This is an optimization exercise on Yosys and OpenROAD, whose aim is small area, a short achievable clock period and few clock cycles, not a production implementation.
Only simulation tests tie the RTL to the original design; equivalence was not proved.
Power is estimated from default activity; no workload was simulated.

==> flow/design.v <==
package icache_types;
  localparam int unsigned LINE_W   = 256;
  localparam int unsigned BEAT_W   = 64;
  localparam int unsigned BEATS    = 4;
  localparam int unsigned WORD_W   = 32;
  localparam int unsigned OFFSET_W = 5;
  localparam int unsigned ADDR_W   = 32;
  localparam int unsigned LINE_A_W = ADDR_W - OFFSET_W;
endpackage
module icache_array (
  input  logic         clk,
  input  logic         wr_en,
  input  logic [2:0]   wr_index,
  input  logic [1:0]   wr_beat,
  input  logic [63:0]  wr_data,
  input  logic [7:0]   rd_line_oh,
  output logic [255:0] rd_line
);
  logic [63:0] data_r [32];
  always_ff @(posedge clk) begin
    if (wr_en) begin
      data_r[{wr_index, wr_beat}] <= wr_data;
    end
  end
  always_comb begin
    rd_line = '0;
    for (int i = 0; i < 8; i++) begin
      rd_line = rd_line | ({256{rd_line_oh[i]}} &
                {data_r[4*i+3], data_r[4*i+2], data_r[4*i+1], data_r[4*i]});
    end
  end
endmodule
module icache (
  input  logic         clk,
  input  logic         rst,
  input  logic         inst_read,
  input  logic [31:0]  inst_addr,
  output logic [31:0]  inst_rdata,
  output logic         inst_resp,
  output logic         pmem_read,
  output logic [31:0]  pmem_address,
  input  logic [63:0]  pmem_rdata,
  input  logic         pmem_resp,
  output logic [31:0]  hit_count,
  output logic [31:0]  miss_count
);
  logic [7:0]   valid_r;
  logic [23:0]  tag_r [8];
  logic         fill_r;
  logic [1:0]   cnt_r;        
  logic         cur_v_r;      
  logic [26:0]  cur_line_r;
  logic [7:0]   cur_oh_r;     
  logic [2:0]   pw_r;         
  logic [7:0]   pw_oh_r;      
  logic         miss_r;       
  logic [31:0]  hc_r;
  logic [31:0]  mc_r;
  logic [2:0]   idx_s;
  logic [23:0]  tag_s;
  logic [1:0]   beat_s;
  logic [7:0]   eq_s;
  logic         hit_s;
  logic         same_s;
  logic         wmatch_s;
  logic         wmove_s;
  logic         early_s;
  logic         avail_s;
  logic         start_s;
  logic         move_s;
  logic         resp_s;
  logic [255:0] line_s;
  logic [31:0]  word_s;
  assign idx_s  = inst_addr[7:5];
  assign tag_s  = inst_addr[31:8];
  assign beat_s = pw_r[2:1];
  always_comb begin
    for (int j = 0; j < 8; j++) begin
      eq_s[j] = valid_r[j] && (tag_r[j] == tag_s);
    end
    hit_s   = eq_s[idx_s];
    same_s   = cur_v_r && (inst_addr[31:5] == cur_line_r);
    wmatch_s = inst_addr[4:2] == pw_r;
    early_s  = beat_s < cnt_r;
    avail_s  = !fill_r || early_s || (pmem_resp && (beat_s == cnt_r));
    resp_s   = inst_read && same_s && wmatch_s && avail_s;
    wmove_s  = inst_read && same_s && !wmatch_s;
    start_s = inst_read && !hit_s && !fill_r;
    move_s  = inst_read && !same_s && ((hit_s && !fill_r) || start_s);
    word_s    = '0;
    for (int w = 0; w < 8; w++) begin
      word_s = word_s | ({32{pw_oh_r[w]}} & line_s[w*32 +: 32]);
    end
  end
  icache_array u_array (
    .clk        (clk),
    .wr_en      (fill_r),
    .wr_index   (cur_line_r[2:0]),
    .wr_beat    (cnt_r),
    .wr_data    (pmem_rdata),
    .rd_line_oh (cur_oh_r),
    .rd_line    (line_s)
  );
  always_ff @(posedge clk) begin
    if (!rst) begin
      valid_r <= '0;
    end else if (start_s) begin
      valid_r[idx_s] <= 1'b1;
    end
  end
  always_ff @(posedge clk) begin
    if (start_s) begin
      tag_r[idx_s] <= tag_s;
    end
  end
  always_ff @(posedge clk) begin
    if (move_s) begin
      cur_line_r <= inst_addr[31:5];
      cur_oh_r   <= 8'd1 << idx_s;
    end
  end
  always_ff @(posedge clk) begin
    if (move_s || wmove_s) begin
      pw_r    <= inst_addr[4:2];
      pw_oh_r <= 8'd1 << inst_addr[4:2];
    end else if (resp_s) begin
      pw_r    <= pw_r + 3'd1;
      pw_oh_r <= {pw_oh_r[6:0], pw_oh_r[7]};
    end
  end
  always_ff @(posedge clk) begin
    if (!rst) begin
      fill_r     <= 1'b0;
      cnt_r      <= 2'd0;
      cur_v_r    <= 1'b0;
      miss_r     <= 1'b0;
      hc_r       <= 32'd0;
      mc_r       <= 32'd0;
    end else begin
      if (start_s) begin
        fill_r <= 1'b1;
        cnt_r  <= 2'd0;
        miss_r <= 1'b1;
        mc_r   <= mc_r + 32'd1;
      end else if (fill_r && pmem_resp) begin
        cnt_r <= cnt_r + 2'd1;
        if (cnt_r == 2'd3) begin
          fill_r <= 1'b0;
        end
      end
      if (move_s) begin
        cur_v_r <= 1'b1;
      end
      if (resp_s) begin
        miss_r <= 1'b0;
        if (!miss_r) begin
          hc_r <= hc_r + 32'd1;
        end
      end
    end
  end
  assign inst_resp    = resp_s;
  assign inst_rdata   = (fill_r && !early_s) ? (pw_r[0] ? pmem_rdata[63:32] : pmem_rdata[31:0]) : word_s;
  assign pmem_read    = fill_r || start_s;
  assign pmem_address = fill_r ? {cur_line_r, 5'd0} : {inst_addr[31:5], 5'd0};
  assign hit_count    = (inst_read && !miss_r) ? hc_r + 32'd1 : hc_r;
  assign miss_count   = mc_r;
endmodule
==> flow/flow/run.sh <==
#!/bin/bash
# The standard layout, with buf_4 cells as the port buffers instead of the
# delay cells that buffer_ports picks by default. Every tool's output goes to
# make.log (and ORFS's own per-step logs under orfs/logs).
set -euo pipefail
bash standard.sh "BUFFER_PORTS_ARGS=-buffer_cell sky130_fd_sc_hd__buf_4" finish > make.log 2>&1
==> flow/standard.sh <==
#!/bin/bash
# synth_recipe.tcl (not shown) runs the flow's synth.tcl, then flattens the netlist and writes it again
# the make line also repeats each setting of config.mk as NAME=value (left out here)
make -C /OpenROAD-flow-scripts/flow DESIGN_CONFIG=/design/flow/config.mk WORK_HOME=/design/flow/orfs CLKGATE_MAP_FILE= SYNTH_SCRIPT=/design/flow/synth_recipe.tcl "${@:-finish}"
==> flow/config.mk <==
export PLATFORM = sky130hd
export DESIGN_NAME = icache
export DESIGN_NICKNAME = icache
export VERILOG_FILES = /design/flow/design.v
export SDC_FILE = /design/flow/constraint.sdc
export NUM_CORES = 4
export LEC_CHECK = 0
export CAP_MARGIN = 20
export CORE_MARGIN = 2
export CORE_UTILIZATION = 50
export CTS_CLUSTER_DIAMETER = 100
export CTS_CLUSTER_SIZE = 25
export PLACE_DENSITY = 0.65
export SETUP_SLACK_MARGIN = 1.25
export SLEW_MARGIN = 20
==> flow/constraint.sdc <==
create_clock -name core_clock -period 5.5 [get_ports {clk}]
set_input_delay 1.1000 -clock core_clock [delete_from_list [all_inputs] [get_ports {clk}]]
set_output_delay 1.1000 -clock core_clock [all_outputs]
set_load 0.01 [all_outputs]
==> results of run 1 <==
timing repair:
| item | 4_1_cts | 5_1_grt |
|---|---|---|
| setup buffers | 56 | 39 |
| setup endpoints to repair | 44 | 35 |
| cloned | 10 | 15 |
| resized for setup | 105 | 115 |
| pin swaps | 25 | 62 |
per-layer routing:
metal / up-vias / global-route usage / part of all wire
li1: 21494 / - / -
met1: 27228 / 0.4041 / 0.38
met2: 3419 / 0.4511 / 0.47
met3: 457 / 0.04748 / 0.11
met4: 10 / 0.09994 / 0.036
met5: - / 0 / 0.00029
how the worst min path moves through the flow:
stage / endpoint / slack [ns] / start / depth (start not counted)
2_1_floorplan: valid_r[0] / 0.41 / valid_r[0] / 2
3_3_place_gp: valid_r[0] / 0.44 / valid_r[0] / 2
3_5_place_dp: valid_r[0] / 0.44 / valid_r[0] / 2
4_1_cts: valid_r[0] / 0.47 / valid_r[0] / 2
5_1_grt: valid_r[0] / 0.49 / valid_r[0] / 2
6_report: valid_r[0] / 0.47 / valid_r[0] / 2
per-stage QoR:
| stage | worst slack (ns) | hold slack (ns) | power [mW] |
|---|---|---|---|
| CTS | 1.231 | 0.4677 | 31.10 |
| floorplan | 1.028 | 0.4114 | 21.29 |
| detailed placement | 1.046 | 0.4444 | 22.35 |
| global placement | 1.040 | 0.4404 | 22.31 |
| global route | 1.150 | 0.4937 | 31.96 |
| finish | 1.193 | 0.4703 | 31.17 |
logic make-up (layout without fill, tap and decap cells):
kind of cell / count (synthesis) / count (layout) / synth area share
flops: 2363 / 2363 / 0.7914
compound gates: 1279 / 1280 / 0.1069
simple gates: 741 / 741 / 0.04654
buf+inv: 358 / 680 / 0.01706
xor+xnor: 290 / 290 / 0.02864
mux: 62 / 62 / 0.007350
fa+ha+maj: 15 / 15 / 0.002116
other cells: 1 / 21 / 0.00004228
sequential cells by signal, indices dropped and copies added, names as in the netlist:
| name | flops |
|---|---|
| valid_r | 8 |
| fill_r | 1 |
| cnt_r | 2 |
| mc_r | 32 |
| tag_r | 192 |
| cur_v_r | 1 |
| hc_r | 32 |
| pw_oh_r | 8 |
| u_array.data_r | 2048 |
| cur_line_r | 27 |
| pw_r | 3 |
| cur_oh_r | 8 |
| miss_r | 1 |
area by class of cell:
cell class                      instances  area, um2  share of cell area
Clock inverter                          8      122.6            0.001228
Clock buffer                          126       2728             0.02732
Tap cell                             2340       2928             0.02932
Antenna cell                           16      40.04           0.0004010
Inverter                               19      71.32           0.0007143
Timing Repair Buffer                  527       5794             0.05803
Multi-Input combinational cell       2393      17960              0.1799
Sequential cell                      2363      70200              0.7031
where the power goes:
part	internal (mW)	switching, mW
registers	19.8	0.0658
logic	0.794	1.60
clock network	3.57	5.32
total	24.2	6.98
worst max-delay path, cell delays in order, from the launching register on:
cell      delay, ns
edfxtp_1       0.53
buf_12         0.21
buf_12         0.19
a22oi_2        0.24
nand4_1        0.18
a22oi_2        0.39
nand4_1        0.15
nor2_1         0.16
a21oi_2        0.07
buf_4          0.17
placed cells by master (no fill, tap or decap), drive strengths merged, types with 53 or more instances in the layout:
master  instances
dfxtp          77
xnor2         108
clkbuf        140
xor2          182
a21oi          53
a22oi        1152
nand4         324
edfxtp       2286
nor2          137
nand2          71
buf           505
==> impl_results.md, run 1 <==
- Status: timing/DRC/antenna clean
- Syn Std Cell Area: 88690 um2
- Layout Skew: 0.03219 ns
- Non-filler instance count after layout: 7792
- Final instance area: 99850 um2
- Antenna Nets Post-Route: 0
- Critical Path Start: cur_oh_r[0]
- TNS Setup: 0 ns
- Async set or reset register ratio after synthesis: 0
- Register area share after synthesis: 0.7914
- Input/output buffers: between 200 and 250
- FMAX: 0.2322 GHz
- Total global routing overflow: 0
- Worst R2R Setup Slack: 1.85 ns
- Final #Nets: approximately 5500
- Vias in the first global route: 49621
- Worst relative slew slack: 0.2137
- CTS Root Cell: clkbuf_16
- Synth warnings: 2
- Die area: 180800 um2
- Clk latency of the worst-skew pair: 0.78 ns
- Die height: 425.2 um
- Die W: around 430 um
- Routed WL: 266.8 mm
- Worst Tran Pin Value: between 1 and 1.5 ns
- CTS tree: built
- Final hold violation count: 0
- Clk buf depth: 3
- Initial antenna violation count: 35
- Reg clk slew, reported paths: roughly 0.10 ns
- Crit path max fanout: 59
- Hold crit path type: flip-flop to flip-flop
- Post-synth EDFFs: between 2000 and 2500
- Largest net degree at the start of global routing: 65
- Distinct cells, synth: 62
- 1st-pass router iterations: 6
- Critical Path Sink: inst_rdata[15]
- WL/cell: 34.24 um
- Top_reg_cell synth: edfxtp_1
- Critical path required time: 4.40 ns
- Arr. time, crit path: 3.21 ns
- Vias per cell: 6.752
- FP Rows: 154
- Layout cells sized above 1: 0.1578
- Top cells by instance count after synthesis: edfxtp_1, a22oi_1, nand4_1
- Worst reg2reg path depth: 4
- Dpl hpwl: around 140 mm
- Peak VDD IR: 241.1 uV
- Power per Cell Area: 312.2 nW/um2
- Syn_area_per_cell: 17.36 um2
- Via count: 52608
- Area leader, netlist: edfxtp_1
- RSZ-0062 raised after global routing: true
- Leakage: ~31 nW
- CP Launch Type: flip-flop
- RR Endpoint: u_array.data_r[4][17]
- Worst reg2reg startpoint: fill_r
- Most frequent cell after synthesis: edfxtp_1
- Critical path class: flip-flop to primary output
- CTS Hold Bufs: 0
- Clk sink count: 2363
- CP Capture Type: primary output
- Placed instance count: 7521
- Top-area cell type share of the netlist area: 0.7740
- Synthesized instance count: 5109
- Period minus WS final: 4.307 ns
- Max-cap violations: 0
- Routability cong.: 0.8116
- Core Footprint: between 150000 and 200000 um2
- Yosys reg bits: ~2400
- Post-Route Utilization: 0.5669
- Residual DRC: 0
- Htree depth: 3
- Tot GR Track Use: 0.2855
- Placed Area: 94290 um2
- Top post-synthesis cells by area: edfxtp_1, a22oi_1, nand4_1
- IO Pins: 230
- Slew Viols, Final: 0
- Final period utilization: 0.7831
- Layout filler cell count: 13374
- Initial Util: 0.5036
- Area Growth Syn to Fin: 12.58%
- Final setup vio count: 0
- CTS buffer count: about 100
- Drt initial violations: 7800
- First-pass GRT wire length: 369.8 mm
Testbench counts, summed over its fixed seeds: cycles 68,088.
==> run 2, diff against run 1 <==
--- a/flow/config.mk
+++ b/flow/config.mk
@@ -12,4 +12,4 @@
 export CTS_CLUSTER_SIZE = 25
 export PLACE_DENSITY = 0.65
-export SETUP_SLACK_MARGIN = 1.25
+export SETUP_SLACK_MARGIN = 1.5
 export SLEW_MARGIN = 20
==> impl_results.md, run 2 <==
- Hold Path Depth: 2 (unchanged)
- Distinct cells, synth: 62 (unchanged)
- Reg clk slew, reported paths: 0.10 ns (about the same)
- Async set or reset register ratio after synthesis: 0 (unchanged)
- Synth warnings: 2 (unchanged)
- Antenna Nets Post-Route: 0 (unchanged)
- Register area share after synthesis: 0.7914 (unchanged)
- Most frequent cell after synthesis: edfxtp_1
- Critical path required time: 4.40 ns (about the same)
- Worst relative slew slack: 0.2199 (+0.006188)
- Arr. time, crit path: 3.18 ns (-0.03 ns)
- Layout cells sized above 1: 0.2250 (+0.06720)
- Post-synth EDFFs: 2286 (unchanged)
- Tot GR Track Use: 0.3059 (+0.02042)
- Htree depth: 3 (unchanged)
- Final WS setup: 1.218 ns (+0.02537 ns)
- WL/cell: 35.85 um (+4.7%)
- Input/output buffers: 222 (unchanged)
- Pre-CTS WS: 1.046 ns (unchanged)
- Clk buf depth: 3 (unchanged)
- TNS Setup: 0 ns (unchanged)
- Most frequent cells in the layout: edfxtp_1, a22oi_1, buf_4, nand4_1, a22oi_2
- Power per Cell Area: 304.5 nW/um2 (-2.5%)
- CTS Root Cell: clkbuf_16
- Syn Std Cell Area: 88690 um2 (unchanged)
- Area leader, netlist: edfxtp_1
- Peak VDD IR: 249.3 uV (+3.4%)
- Largest register by flop count: u_array.data_r
- Hold Crit Endpoint: valid_r[0]
- Period minus WS final: 4.282 ns (-0.02537 ns)
- Largest net degree at the start of global routing: 65 (unchanged)
- Clk sink count: 2363 (unchanged)
- Top_reg_cell synth: edfxtp_1
- Initial antenna violation count: 33 (-5.7%)
- Max-cap violations: 0 (unchanged)
- Routability cong.: 0.8116 (unchanged)
- Final period utilization: 0.7785 (-0.004613)
- Via count: 54194 (+3.0%)
- Hold path start: valid_r[0]
- Final instance area: 104100 um2 (+4.3%)
- Syn_area_per_cell: 17.36 um2 (unchanged)
- Footprint of the multi-input gates: 19430 um2 (+8.2%)
- Yosys reg bits: 2363 (unchanged)
- FMAX: 0.2336 GHz (+0.59%)
- CP Capture Type: primary output
- FP Rows: 154 (unchanged)
- First-pass GRT wire length: 392.0 mm (+6.0%)
- Die area: 180800 um2 (unchanged)
- Vias in the first global route: 51095 (+3.0%)
- Area Growth Syn to Fin: 17.38%
- CP Launch Type: flip-flop
- Worst reg2reg path depth: 4 (unchanged)
- Top post-synthesis cells by area: edfxtp_1, a22oi_1, nand4_1
- Drt initial violations: 8841 (+13%)
- Clk latency of the worst-skew pair: 0.80 ns (+0.02 ns)
- Layout filler cell count: 12834 (-4.0%)
- Critical path class: flip-flop to primary output
- Top cells by instance count after synthesis: edfxtp_1, a22oi_1, nand4_1
- Commonest non-fill, non-tap cell in the layout: edfxtp_1
- FF/Latch Area: 70220 um2 (about the same)
- Dpl hpwl: 138.5 mm (unchanged)
- Layout Skew: 0.02944 ns (-0.002748 ns)
- Die W: 425.2 um (unchanged)
- Worst R2R Setup Slack: 1.88 ns (+0.03 ns)
- Hold crit path type: flip-flop to flip-flop
- Routed WL: 284.1 mm (+6.5%)
- CTS buffer count: 104 (unchanged)
- Core Footprint: 176100 um2 (unchanged)
- 1st-pass router iterations: 8 (+2)
- CTS tree: built
- Placed Area: 94290 um2 (unchanged)
- RR Endpoint: u_array.data_r[4][20]
- Synthesized instance count: 5109 (unchanged)
- RSZ-0062 raised after global routing: true
- Final setup vio count: 0 (unchanged)
- Worst Tran Pin Value: 1.167 ns (-0.009260 ns)
- Final #Nets: 5646 (+2.2%)
- Biggest regs: u_array.data_r (2048), tag_r (192)
- Die height: 425.2 um (unchanged)
- Top-area cell type share of the netlist area: 0.7740 (unchanged)
- Leakage: 32.80 nW (+4.8%)
- Status: timing/DRC/antenna clean
- Final hold violation count: 0 (unchanged)
- CTS Hold Bufs: 0 (unchanged)
- Worst reg2reg startpoint: fill_r
- Total global routing overflow: 0 (unchanged)
- Min Hold Slack: 0.4694 ns (-0.0009130 ns)
- Slew Viols, Final: 0 (unchanged)
- Vias per cell: 6.838 (+1.3%)
- IO Pins: 230 (unchanged)
- Residual DRC: 0 (unchanged)
- Initial Util: 0.5036 (unchanged)
- Max reg flops: 2048 (unchanged)
- Crit path max fanout: 15 (-75%)
run 2: cell count changes in the layout (fill, tap and decap cells not counted), sizes merged:
cell	previous run	this run
buf	505	626
bufbuf	8	16
clkbuf	140	134
clkinvlp	1	2
diode	16	26
inv	20	19
run 2: where the power goes:
group          leakage [nW]  internal, mW  switching (mW)
Sequential             21.2          19.8          0.0612
Combinational          10.2          1.07            1.81
Clock                  1.38          3.57            5.36
run 2: how the worst max path moves through the flow:
stage / start / endpoint / slack (ns) / depth (start not counted)
6_report: cur_oh_r[1] / inst_rdata[15] / 1.22 / 10
5_1_grt: cur_oh_r[1] / inst_rdata[15] / 1.20 / 10
4_1_cts: cur_oh_r[7] / inst_rdata[5] / 1.25 / 12
3_5_place_dp: inst_addr[25] / pmem_read / 1.05 / 9
3_3_place_gp: inst_addr[14] / pmem_read / 1.04 / 9
2_1_floorplan: inst_addr[14] / tag_r[0][0] / 1.03 / 10
run 2: cells by family (layout without fill, tap and decap cells):
logic type | after synthesis | in the layout | share of synthesized area
AOI/OAI and AO/OA | 1279 | 1280 | 0.1069
xor gates and xnor gates | 290 | 290 | 0.02864
adders and majority gates | 15 | 15 | 0.002116
DFF | 2363 | 2363 | 0.7914
buffers and inverters | 358 | 803 | 0.01706
other | 1 | 31 | 0.00004228
muxes | 62 | 62 | 0.007350
and+or+nand+nor | 741 | 741 | 0.04654
run 2: what timing repair did:
action | in CTS | in global routing
pin swaps | 218 | 207
setup endpoints to repair | 51 | 46
gates resized for setup | 468 | 222
gates cloned | 66 | 10
setup buffers | 142 | 25
run 2: through the flow:
stage          power, mW  instances  utilization
2_1_floorplan      21.29       5113            -
3_3_place_gp       22.31       7519       0.5351
3_5_place_dp       22.35       7521       0.5354
4_1_cts            31.57       7863       0.5823
5_1_grt            32.42       7919       0.5910
6_report           31.70       7925       0.5911
run 2: metal layers:
layer,up-vias,part of all wire,global-route usage
met4,8,0.047,0.1344
met1,27861,0.37,0.4300
met5,-,0.00020,0
li1,21806,-,-
met3,576,0.12,0.05673
met2,3943,0.46,0.4696
run 2: area by class of cell:
class | count | area share
tap | 2340 | 0.02812
antenna | 26 | 0.0006250
timing repair buffer | 650 | 0.08204
multi-input combinational | 2393 | 0.1866
clock inverter | 8 | 0.001178
clock buffer | 126 | 0.02620
sequential | 2363 | 0.6745
inverter | 19 | 0.0007211
run 2: critical path, cell delays in order, from the launching register on:
cell      delay (ns)
edfxtp_1        0.41
buf_4           0.16
buf_12          0.17
buf_16          0.20
a22oi_2         0.18
nand4_1         0.23
a22oi_2         0.45
nand4_1         0.16
nor2_1          0.16
a21oi_2         0.06
buf_4           0.16

[port drivers added, routing unchanged]
The flow's constraints put no driver on any port. The routed layouts listed below were extracted and timed again, unchanged, in two steps. Step 1 assumes that a clkbuf_16 drives the clock port and a buf_2 every other input. Step 2 adds t to the input delays and takes it off the output delays; t is the mean of the earliest and latest rising clock arrival at the registers after step 1. Input paths then give back, and output paths get back, about the clock's delay inside the block. Three values: ideal ports, drivers, drivers and shift; two values: the first two.
| run | t (ns) | setup slack, ns | hold slack, ns | worst setup path after step 2 | latest minus earliest clock arrival (ns) |
|---|---|---|---|---|---|
| run 1 | 0.859 | 1.193 / 1.102 / 1.170 | 0.470 / 0.470 / 0.470 | input to register | 0.049 / 0.049 |
| run 2 | 0.866 | 1.218 / 1.132 / 1.116 | 0.469 / 0.469 / 0.469 | input to register | 0.048 / 0.048 |
After both steps setup and hold are still met in every run listed. For run 2, which loses most, drivers alone change the setup slack by -0.086 ns; drivers and shift together by -0.102 ns.
